This is an optimization exercise on Yosys and OpenROAD, whose aim is small area, a short achievable clock period and few clock cycles, not a production implementation.
At most, simulation tests tie the RTL to the original design; equivalence was not proved.
No activity file was given, so power comes from the tool's default toggle rates.

lane 1:
## box_smoothing_3x3_edge_mean
module box_smoothing_3x3_edge_mean
#(
  parameter int MAX_SIDE = 16
) (
  input  logic              clk,
  input  logic              rst,
  input  logic              cfg_write,
  input  logic [SIZE_W-1:0] image_size,
  input  logic              in_valid,
  output logic              in_stall,
  input  logic [PIX_W-1:0]  pixel,
  output logic              out_valid,
  input  logic              out_stall,
  output logic [PIX_W-1:0]  smoothed,
  output logic [POS_W-1:0]  out_row,
  output logic [POS_W-1:0]  out_col,
  output logic              last_of_run,
  output logic              frame_done
);
For scale: ~1300 cells after synthesis, ~430 flip-flops, ~38 I/O pins, roughly 16000 um2 of cells after synthesis.
==> module bsm_ctrl, before the edit <==
module bsm_ctrl
(
  input  logic              clk,
  input  logic              rst,
  input  logic              cfg_write,
  input  logic [SIZE_W-1:0] image_size,
  input  logic              in_valid,
  output logic              in_stall,
  input  logic [PIX_W-1:0]  pixel,
  input  logic              adv,        
  input  logic              adv_next,   
  output logic [3:0]        side_m1,
  output logic [3:0]        seg,
  output logic [PIX_W-1:0]  pix_q,
  output logic              wr,         
  output logic              ev,         
  output logic              ev_fl,      
  output logic              flushing,   
  output logic              mask_b,     
  output logic              rows3,      
  output logic              c0,         
  output logic              c1,         
  output logic              cl          
);
  logic              pv;
  logic [3:0]        row, col, hd, fcol;
  logic              r1, rg1;    
  logic              s2;         
  logic              acc, pv_n, aligned, flush_ok, last_w, fl_done;
  logic [3:0]        row_n, col_n, hd_n, fcol_n;
  logic              flushing_n, ok_next;
  logic              row0, col0, col_last, row_last, hd_last, hd_wrap, rephase;
  assign row0     = (row == 4'd0);
  assign col0     = (col == 4'd0);
  assign col_last = (col == side_m1);
  assign row_last = (row == side_m1);
  assign hd_last  = (hd == side_m1);
  assign hd_wrap  = s2 ? (hd == 4'd2) : hd_last;
  assign rephase  = row0 && col0 && !flushing;
  assign aligned  = (hd == col) || rephase;
  assign flush_ok = !flushing || row0;
  assign wr       = pv && adv && aligned && flush_ok;
  assign ev_fl    = flushing && adv && (hd == fcol);
  assign ev       = (wr && !row0) || ev_fl;
  assign mask_b   = !flushing && r1;
  assign rows3    = !flushing && rg1;
  assign c0       = (hd == 4'd0);
  assign c1       = (hd == 4'd1);
  assign cl       = hd_last;
  assign last_w   = wr && row_last && col_last;
  assign fl_done  = ev_fl && hd_last;
  assign acc  = in_valid && !in_stall;
  assign pv_n = acc || (pv && !wr);
  always_comb begin
    row_n = row;
    col_n = col;
    if (wr) begin
      if (col_last) begin
        col_n = 4'd0;
        row_n = row_last ? 4'd0 : row + 4'd1;
      end else begin
        col_n = col + 4'd1;
      end
    end
    if (cfg_write) begin
      row_n = 4'd0;
      col_n = 4'd0;
    end
    if (wr && rephase) begin
      hd_n = 4'd1;
    end else begin
      hd_n = hd_wrap ? 4'd0 : hd + 4'd1;
    end
    flushing_n = flushing;
    fcol_n     = fcol;
    if (ev_fl) begin
      fcol_n = fcol + 4'd1;
    end
    if (fl_done) begin
      flushing_n = 1'b0;
    end
    if (last_w) begin
      flushing_n = 1'b1;
      fcol_n     = 4'd0;
    end
  end
  assign ok_next = acc && ((wr && !(s2 && col_last)) || (!pv && rephase));
  always_ff @(posedge clk) begin
    if (acc) begin
      pix_q <= pixel;
    end
    s2     <= (side_m1 == 4'd1);
    seg[3] <= (side_m1 >= 4'd8);
    seg[2:0] <= (side_m1 >= 4'd8) ? 3'(side_m1 - 4'd8) :
                (side_m1 == 4'd1) ? 3'd0 : 3'(side_m1 - 4'd2);
    if (rst) begin
      side_m1  <= 4'd15;
      pv       <= 1'b0;
      row      <= 4'd0;
      r1       <= 1'b0;
      rg1      <= 1'b0;
      col      <= 4'd0;
      hd       <= 4'd0;
      fcol     <= 4'd0;
      flushing <= 1'b0;
      in_stall <= 1'b0;
    end else begin
      if (cfg_write) begin
        if (image_size[4]) begin
          side_m1 <= 4'd15;
        end else if (image_size[3:1] == 3'd0) begin
          side_m1 <= 4'd1;
        end else begin
          side_m1 <= image_size[3:0] - 4'd1;
        end
      end
      pv       <= pv_n;
      row      <= row_n;
      r1       <= (row_n == 4'd1);
      rg1      <= (row_n > 4'd1);
      col      <= col_n;
      hd       <= hd_n;
      fcol     <= fcol_n;
      flushing <= flushing_n;
      in_stall <= pv_n && !(adv_next && ok_next);
    end
  end
endmodule
clock: 6.5 ns
lec_check: 0
cap_margin: 20
core_margin: 2
core_utilization: 65
cts_buf_list: sky130_fd_sc_hd__clkbuf_8
cts_cluster_size: 25
place_density: 0.75
setup_slack_margin: 3.9
slew_margin: 20
run.sh (not shown) runs the stock make flow with config.mk's settings and CLKGATE_MAP_FILE= SYNTH_SCRIPT=/design/flow/synth_recipe.tcl, a recipe that flattens the netlist after the stock synthesis.
Testbench counts of lane 1, summed over its fixed seeds: cycles 10,935.
Edits applied to the flow inputs when going from lane 1 to lane 5:
--- a/flow/design.v
+++ b/flow/design.v
@@ -171,21 +171,20 @@
 );
   logic              pv;
   logic [3:0]        row, col, hd, fcol;
   logic              r1, rg1;    
+  logic              row0, col0, eq;   
   logic              s2;         
   logic              acc, pv_n, aligned, flush_ok, last_w, fl_done;
   logic [3:0]        row_n, col_n, hd_n, fcol_n;
   logic              flushing_n, ok_next;
-  logic              row0, col0, col_last, row_last, hd_last, hd_wrap, rephase;
-  assign row0     = (row == 4'd0);
-  assign col0     = (col == 4'd0);
+  logic              col_last, row_last, hd_last, hd_wrap, rephase;
   assign col_last = (col == side_m1);
   assign row_last = (row == side_m1);
   assign hd_last  = (hd == side_m1);
   assign hd_wrap  = s2 ? (hd == 4'd2) : hd_last;
   assign rephase  = row0 && col0 && !flushing;
-  assign aligned  = (hd == col) || rephase;
+  assign aligned  = eq || rephase;
   assign flush_ok = !flushing || row0;
   assign wr       = pv && adv && aligned && flush_ok;
   assign ev_fl    = flushing && adv && (hd == fcol);
   assign ev       = (wr && !row0) || ev_fl;
@@ -243,8 +242,11 @@
     if (rst) begin
       side_m1  <= 4'd15;
       pv       <= 1'b0;
       row      <= 4'd0;
+      row0     <= 1'b1;
+      col0     <= 1'b1;
+      eq       <= 1'b1;
       r1       <= 1'b0;
       rg1      <= 1'b0;
       col      <= 4'd0;
       hd       <= 4'd0;
@@ -262,8 +264,11 @@
         end
       end
       pv       <= pv_n;
       row      <= row_n;
+      row0     <= (row_n == 4'd0);
+      col0     <= (col_n == 4'd0);
+      eq       <= (hd_n == col_n);
       r1       <= (row_n == 4'd1);
       rg1      <= (row_n > 4'd1);
       col      <= col_n;
       hd       <= hd_n;
--- outcome ---
- Having completed the whole flow, lane 5 delivered a layout that passed the timing, DRC and antenna checks.
- From lane 1 to lane 5 the numbers moved as follows: peak supply drop went down 30 uV, first-pass GRT wire length went up 750 um, wire length went down 1.9%, number of logic stages on the critical path including buffering went up 2, switching part of the total power went down 0.76 points.
- The run showing the greater layout clock buffer count is lane 5.
- Sort lane 1 and lane 5 by buffer and inverter count on the worst path asc -> top: lane 1
Only the layout flow was run in lane 5; the RTL was not checked for function there.

job 5089:
The RTL this note starts from:
==> flow/design.v <==
package bsm_pkg;
  localparam int PIX_W  = 8;    
  localparam int POS_W  = 4;    
  localparam int SIZE_W = 5;    
  localparam int CS_W   = 10;   
  localparam int SUM_W  = 12;   
endpackage
module bsm_ram #(
  parameter int WIDTH = 8
) (
  input  logic             clk,
  input  logic             wr,
  input  logic [WIDTH-1:0] wdata,
  input  logic [3:0]       seg,
  output logic [WIDTH-1:0] tail,
  output logic [WIDTH-1:0] tail_next
);
  logic [WIDTH-1:0] head;
  logic [WIDTH-1:0] s1;
  logic [WIDTH-1:0] sg2 [2];
  logic [WIDTH-1:0] sg4 [4];
  logic [WIDTH-1:0] sg6 [6];
  logic [WIDTH-1:0] t0;
  logic [WIDTH-1:0] m1, m2, m3, m4;
  assign m1 = seg[0] ? s1     : head;
  assign m2 = seg[1] ? sg2[1] : m1;
  assign m3 = seg[2] ? sg4[3] : m2;
  assign m4 = seg[3] ? sg6[5] : m3;
  assign tail_next = t0;
  always_ff @(posedge clk) begin
    head   <= wr ? wdata : tail;
    s1     <= head;
    sg2[0] <= m1;
    sg2[1] <= sg2[0];
    sg4[0] <= m2;
    for (int i = 1; i < 4; i++) sg4[i] <= sg4[i-1];
    sg6[0] <= m3;
    for (int i = 1; i < 6; i++) sg6[i] <= sg6[i-1];
    t0     <= m4;
    tail   <= tail_next;
  end
endmodule
import bsm_pkg::*;
module bsm_div
(
  input  logic              clk,
  input  logic              rst,
  input  logic              adv,
  input  logic              sv,
  input  logic [SUM_W-1:0]  s,
  input  logic              n9,       
  input  logic              n6,
  input  logic              n4,
  output logic              dv,
  output logic [PIX_W-1:0]  q
);
  logic        xv, x9, y9;
  logic [13:0] x, xa, xb;
  logic [16:0] x7;
  logic [13:0] y;
  logic [19:0] m;
  assign xa = n4 ? {s[10:0], 3'd0} : {s, 2'd0};
  assign xb = (n6 ? 14'({s, 1'b0}) : 14'd0) | (n4 ? 14'(s) : 14'd0);
  assign x7 = {x, 3'd0} - 17'(x);
  assign m  = {y, 6'd0} + 20'(y) + (y9 ? 20'd1088 : 20'd1280);
  assign q  = m[18:11];
  always_ff @(posedge clk) begin
    if (adv) begin
      x  <= xa + xb;
      x9 <= n9;
      y  <= x7[16:3];
      y9 <= x9;
    end
    if (rst) begin
      xv <= 1'b0;
      dv <= 1'b0;
    end else if (adv) begin
      xv <= sv;
      dv <= xv;
    end
  end
endmodule
import bsm_pkg::*;
module bsm_dp
(
  input  logic              clk,
  input  logic              rst,
  input  logic              adv,
  input  logic              ev,
  input  logic              flush,
  input  logic              mask_b,
  input  logic              rows3,
  input  logic              c0,
  input  logic              c1,
  input  logic              cl,
  input  logic [PIX_W-1:0]  pix,
  input  logic [PIX_W-1:0]  up1,
  input  logic [PIX_W-1:0]  up1_next,
  input  logic [PIX_W-1:0]  up2_next,
  output logic              sv,       
  output logic [SUM_W-1:0]  s,
  output logic              s_n9,     
  output logic              s_n6,
  output logic              s_n4
);
  logic [PIX_W:0]    ab;
  logic [CS_W-1:0]   cs, w0, w1, w2;
  logic [CS_W:0]     pair;
  logic              jv, jc1, jcl, jrows3, ep, hr3, r3, c3;
  assign r3 = jv ? jrows3 : hr3;
  assign c3 = jv && !jc1;
  assign cs = CS_W'(flush ? '0 : pix) + (mask_b ? CS_W'(up1) : CS_W'(ab));
  always_ff @(posedge clk) begin
    ab <= (PIX_W+1)'(up1_next) + (PIX_W+1)'(up2_next);
    if (adv) begin
      if (ev) begin
        if (c0) begin
          w2 <= cs;
        end else begin
          w0 <= cs;
          w1 <= c1 ? w2 : w0;
        end
      end
      pair   <= c1 ? (CS_W+1)'(w2) : (CS_W+1)'(w0) + (CS_W+1)'(w1);
      jc1    <= c1;
      jcl    <= cl;
      jrows3 <= rows3;
      s       <= SUM_W'(w0) + (ep ? SUM_W'(w1) : SUM_W'(pair));
      if (jv) begin
        hr3 <= jrows3;
      end
      s_n9 <= r3 && c3;
      s_n6 <= r3 != c3;
      s_n4 <= !r3 && !c3;
    end
    if (rst) begin
      jv <= 1'b0;
      ep <= 1'b0;
      sv <= 1'b0;
    end else if (adv) begin
      jv <= ev && !c0;
      ep <= jv && jcl;
      sv <= jv || ep;
    end
  end
endmodule
import bsm_pkg::*;
module bsm_ctrl
(
  input  logic              clk,
  input  logic              rst,
  input  logic              cfg_write,
  input  logic [SIZE_W-1:0] image_size,
  input  logic              in_valid,
  output logic              in_stall,
  input  logic [PIX_W-1:0]  pixel,
  input  logic              adv,        
  input  logic              adv_next,   
  output logic [3:0]        side_m1,
  output logic [3:0]        seg,
  output logic [PIX_W-1:0]  pix_q,
  output logic              wr,         
  output logic              ev,         
  output logic              ev_fl,      
  output logic              flushing,   
  output logic              mask_b,     
  output logic              rows3,      
  output logic              c0,         
  output logic              c1,         
  output logic              cl          
);
  logic              pv;
  logic [3:0]        row, col, hd, fcol;
  logic              r1, rg1;    
  logic              row0, col0, eq;   
  logic              s2;         
  logic              acc, pv_n, aligned, flush_ok, last_w, fl_done;
  logic [3:0]        row_n, col_n, hd_n, fcol_n;
  logic              flushing_n, ok_next;
  logic              col_last, row_last, hd_last, hd_wrap, rephase;
  assign col_last = (col == side_m1);
  assign row_last = (row == side_m1);
  assign hd_last  = (hd == side_m1);
  assign hd_wrap  = s2 ? (hd == 4'd2) : hd_last;
  assign rephase  = row0 && col0 && !flushing;
  assign aligned  = eq || rephase;
  assign flush_ok = !flushing || row0;
  assign wr       = pv && adv && aligned && flush_ok;
  assign ev_fl    = flushing && adv && (hd == fcol);
  assign ev       = (wr && !row0) || ev_fl;
  assign mask_b   = !flushing && r1;
  assign rows3    = !flushing && rg1;
  assign c0       = (hd == 4'd0);
  assign c1       = (hd == 4'd1);
  assign cl       = hd_last;
  assign last_w   = wr && row_last && col_last;
  assign fl_done  = ev_fl && hd_last;
  assign acc  = in_valid && !in_stall;
  assign pv_n = acc || (pv && !wr);
  always_comb begin
    row_n = row;
    col_n = col;
    if (wr) begin
      if (col_last) begin
        col_n = 4'd0;
        row_n = row_last ? 4'd0 : row + 4'd1;
      end else begin
        col_n = col + 4'd1;
      end
    end
    if (cfg_write) begin
      row_n = 4'd0;
      col_n = 4'd0;
    end
    if (wr && rephase) begin
      hd_n = 4'd1;
    end else begin
      hd_n = hd_wrap ? 4'd0 : hd + 4'd1;
    end
    flushing_n = flushing;
    fcol_n     = fcol;
    if (ev_fl) begin
      fcol_n = fcol + 4'd1;
    end
    if (fl_done) begin
      flushing_n = 1'b0;
    end
    if (last_w) begin
      flushing_n = 1'b1;
      fcol_n     = 4'd0;
    end
  end
  assign ok_next = acc && ((wr && !(s2 && col_last)) || (!pv && rephase));
  always_ff @(posedge clk) begin
    if (acc) begin
      pix_q <= pixel;
    end
    s2     <= (side_m1 == 4'd1);
    seg[3] <= (side_m1 >= 4'd8);
    seg[2:0] <= (side_m1 >= 4'd8) ? 3'(side_m1 - 4'd8) :
                (side_m1 == 4'd1) ? 3'd0 : 3'(side_m1 - 4'd2);
    if (rst) begin
      side_m1  <= 4'd15;
      pv       <= 1'b0;
      row      <= 4'd0;
      row0     <= 1'b1;
      col0     <= 1'b1;
      eq       <= 1'b1;
      r1       <= 1'b0;
      rg1      <= 1'b0;
      col      <= 4'd0;
      hd       <= 4'd0;
      fcol     <= 4'd0;
      flushing <= 1'b0;
      in_stall <= 1'b0;
    end else begin
      if (cfg_write) begin
        if (image_size[4]) begin
          side_m1 <= 4'd15;
        end else if (image_size[3:1] == 3'd0) begin
          side_m1 <= 4'd1;
        end else begin
          side_m1 <= image_size[3:0] - 4'd1;
        end
      end
      pv       <= pv_n;
      row      <= row_n;
      row0     <= (row_n == 4'd0);
      col0     <= (col_n == 4'd0);
      eq       <= (hd_n == col_n);
      r1       <= (row_n == 4'd1);
      rg1      <= (row_n > 4'd1);
      col      <= col_n;
      hd       <= hd_n;
      fcol     <= fcol_n;
      flushing <= flushing_n;
      in_stall <= pv_n && !(adv_next && ok_next);
    end
  end
endmodule
import bsm_pkg::*;
module box_smoothing_3x3_edge_mean
#(
  parameter int MAX_SIDE = 16
) (
  input  logic              clk,
  input  logic              rst,
  input  logic              cfg_write,
  input  logic [SIZE_W-1:0] image_size,
  input  logic              in_valid,
  output logic              in_stall,
  input  logic [PIX_W-1:0]  pixel,
  output logic              out_valid,
  input  logic              out_stall,
  output logic [PIX_W-1:0]  smoothed,
  output logic [POS_W-1:0]  out_row,
  output logic [POS_W-1:0]  out_col,
  output logic              last_of_run,
  output logic              frame_done
);
  logic             adv, adv_next, skid_v, skid_v_n;
  logic [PIX_W-1:0] skid_q;
  logic [3:0]       side_m1, seg;
  logic [PIX_W-1:0] pix_q, up1, up2, up1_next, up2_next;
  logic             wr, ev, ev_fl, flush, mask_b, rows3, c0, c1, cl;
  logic             sv, s_n9, s_n6, s_n4, dv;
  logic [SUM_W-1:0] s;
  logic [PIX_W-1:0] q;
  logic             out_free, inc, xfer;
  logic [3:0]       nrow, ncol;
  assign adv      = !skid_v;
  assign inc      = dv && adv;
  assign out_free = !out_valid || !out_stall;
  assign xfer     = out_valid && !out_stall;
  assign skid_v_n = skid_v ? !out_free : (inc && !out_free);
  assign adv_next = !skid_v_n;
  bsm_ctrl u_ctrl (
    .clk       (clk),
    .rst       (rst),
    .cfg_write (cfg_write),
    .image_size(image_size),
    .in_valid  (in_valid),
    .in_stall  (in_stall),
    .pixel     (pixel),
    .adv       (adv),
    .adv_next  (adv_next),
    .side_m1   (side_m1),
    .seg       (seg),
    .pix_q     (pix_q),
    .wr        (wr),
    .ev        (ev),
    .ev_fl     (ev_fl),
    .flushing  (flush),
    .mask_b    (mask_b),
    .rows3     (rows3),
    .c0        (c0),
    .c1        (c1),
    .cl        (cl)
  );
  bsm_ram #(.WIDTH(PIX_W)) u_up1 (
    .clk  (clk),
    .wr   (wr),
    .wdata(pix_q),
    .seg  (seg),
    .tail (up1),
    .tail_next(up1_next)
  );
  bsm_ram #(.WIDTH(PIX_W)) u_up2 (
    .clk  (clk),
    .wr   (wr),
    .wdata(up1),
    .seg  (seg),
    .tail (up2),
    .tail_next(up2_next)
  );
  bsm_dp u_dp (
    .clk    (clk),
    .rst    (rst),
    .adv    (adv),
    .ev     (ev),
    .flush  (flush),
    .mask_b (mask_b),
    .rows3  (rows3),
    .c0     (c0),
    .c1     (c1),
    .cl     (cl),
    .pix    (pix_q),
    .up1    (up1),
    .up1_next(up1_next),
    .up2_next(up2_next),
    .sv     (sv),
    .s      (s),
    .s_n9   (s_n9),
    .s_n6   (s_n6),
    .s_n4   (s_n4)
  );
  bsm_div u_div (
    .clk  (clk),
    .rst  (rst),
    .adv  (adv),
    .sv   (sv),
    .s    (s),
    .n9   (s_n9),
    .n6   (s_n6),
    .n4   (s_n4),
    .dv   (dv),
    .q    (q)
  );
  always_comb begin
    if (out_col == side_m1) begin
      ncol = 4'd0;
      nrow = (out_row == side_m1) ? 4'd0 : out_row + 4'd1;
    end else begin
      ncol = out_col + 4'd1;
      nrow = out_row;
    end
  end
  always_ff @(posedge clk) begin
    if (adv) begin
      skid_q <= q;
    end
    if (out_free) begin
      smoothed <= skid_v ? skid_q : q;
    end
    if (rst) begin
      skid_v      <= 1'b0;
      out_valid   <= 1'b0;
      out_row     <= 4'd0;
      out_col     <= 4'd0;
      last_of_run <= 1'b1;
      frame_done  <= 1'b0;
    end else begin
      skid_v <= skid_v_n;
      if (out_free) begin
        out_valid <= skid_v || inc;
      end
      if (cfg_write) begin
        out_row     <= 4'd0;
        out_col     <= 4'd0;
        last_of_run <= !(image_size <= SIZE_W'(2));
        frame_done  <= 1'b0;
      end else if (xfer) begin
        out_row     <= nrow;
        out_col     <= ncol;
        frame_done  <= (nrow == side_m1) && (ncol == side_m1);
        if (ncol == side_m1) begin
          last_of_run <= (nrow != side_m1 - 4'd1);
        end else if (ncol == side_m1 - 4'd1) begin
          last_of_run <= 1'b0;
        end else begin
          last_of_run <= (nrow != side_m1);
        end
      end
    end
  end
endmodule
clock: 6.5 ns
lec_check: 0
abc_area: 1
cap_margin: 0
core_margin: 2
core_utilization: 65
cts_cluster_diameter: 100
cts_cluster_size: 24
place_density: 0.75
setup_slack_margin: 3.9
slew_margin: 0
Job 5089: flow completed, timing, DRC and antenna clean
Relative to job 5089, the following input files were edited for job 2049:
--- a/flow/design.v
+++ b/flow/design.v
@@ -173,10 +173,11 @@
   logic [3:0]        row, col, hd, fcol;
   logic              r1, rg1;    
-  logic              row0, col0, eq;   
   logic              s2;         
   logic              acc, pv_n, aligned, flush_ok, last_w, fl_done;
   logic [3:0]        row_n, col_n, hd_n, fcol_n;
   logic              flushing_n, ok_next;
-  logic              col_last, row_last, hd_last, hd_wrap, rephase;
+  logic              row0, col0, col_last, row_last, hd_last, hd_wrap, rephase;
+  assign row0     = (row == 4'd0);
+  assign col0     = (col == 4'd0);
   assign col_last = (col == side_m1);
   assign row_last = (row == side_m1);
@@ -184,5 +185,5 @@
   assign hd_wrap  = s2 ? (hd == 4'd2) : hd_last;
   assign rephase  = row0 && col0 && !flushing;
-  assign aligned  = eq || rephase;
+  assign aligned  = (hd == col) || rephase;
   assign flush_ok = !flushing || row0;
   assign wr       = pv && adv && aligned && flush_ok;
@@ -244,7 +245,4 @@
       pv       <= 1'b0;
       row      <= 4'd0;
-      row0     <= 1'b1;
-      col0     <= 1'b1;
-      eq       <= 1'b1;
       r1       <= 1'b0;
       rg1      <= 1'b0;
@@ -266,7 +264,4 @@
       pv       <= pv_n;
       row      <= row_n;
-      row0     <= (row_n == 4'd0);
-      col0     <= (col_n == 4'd0);
-      eq       <= (hd_n == col_n);
       r1       <= (row_n == 4'd1);
       rg1      <= (row_n > 4'd1);
### Flow results
Compared with job 5089, in job 2049 total number of vias fell by 103, global-route usage fell by 0.33 points. | sequential share of layout area | higher: job 2049 |. Compared with job 5089, job 2049 shows a higher final critical path time including I/O delays and setup. First-pass GRT wire length shrinks slightly when moving from job 5089 to job 2049. The portion of netlist area occupied by mux cells of job 2049 and that of job 5089 are within noise of each other. | relative contribution of sequential cells to total power | job 5089 vs job 2049 | ≈ equal |. From job 5089 to job 2049 the numbers moved as follows: clock buffer count in the final layout went up; final setup slack of the worst path went down; fraction of final layout cells with drive strength greater than 1 went down; final standard cell area without fillers went down; overall power of the completed layout went up. Post-synthesis cell type count was lower in job 5089 than in job 2049. Compare job 2049 and job 5089 | count of inserted tapcells higher: job 5089.
Testbench counts of job 2049, summed over its fixed seeds: cycles 10,935.
Only the layout flow was run in job 5089; the RTL was not checked for function there.

[afterwards: timing with drivers on the ports]
Ports are ideal in the flow. The routed layouts listed here were re-timed in OpenROAD.
Step 1 assumes that a clkbuf_16 drives the clock port and a buf_2 every other input.
Step 2 moves the port delays by t, midway between the first and last clock arrival at a register: inputs arrive t later, outputs are due t later. That takes back most of the time a late clock gives input paths.
a / b / c = ideal / step 1 / step 2; a / b = the first two.
run	t, ns	setup WS [ns]	hold slack, ns	worst setup path at the end	slew at the worst register clock pin (ns)
lane 1	0.644	3.921 / 3.905 / 3.506	0.318 / 0.318 / 0.318	input to register	0.07 / 0.07
lane 5	0.620	3.692 / 3.692 / 3.452	0.301 / 0.301 / 0.301	input to register	0.07 / 0.07
job 5089	0.566	3.969 / 3.920 / 3.468	0.319 / 0.319 / 0.319	input to register	0.10 / 0.10
job 2049	0.572	3.937 / 3.889 / 3.526	0.322 / 0.322 / 0.322	input to register	0.10 / 0.10
After both steps setup and hold are still met in every run listed. For job 5089, which loses most, drivers alone change the setup slack by -0.049 ns; drivers and shift together by -0.501 ns.
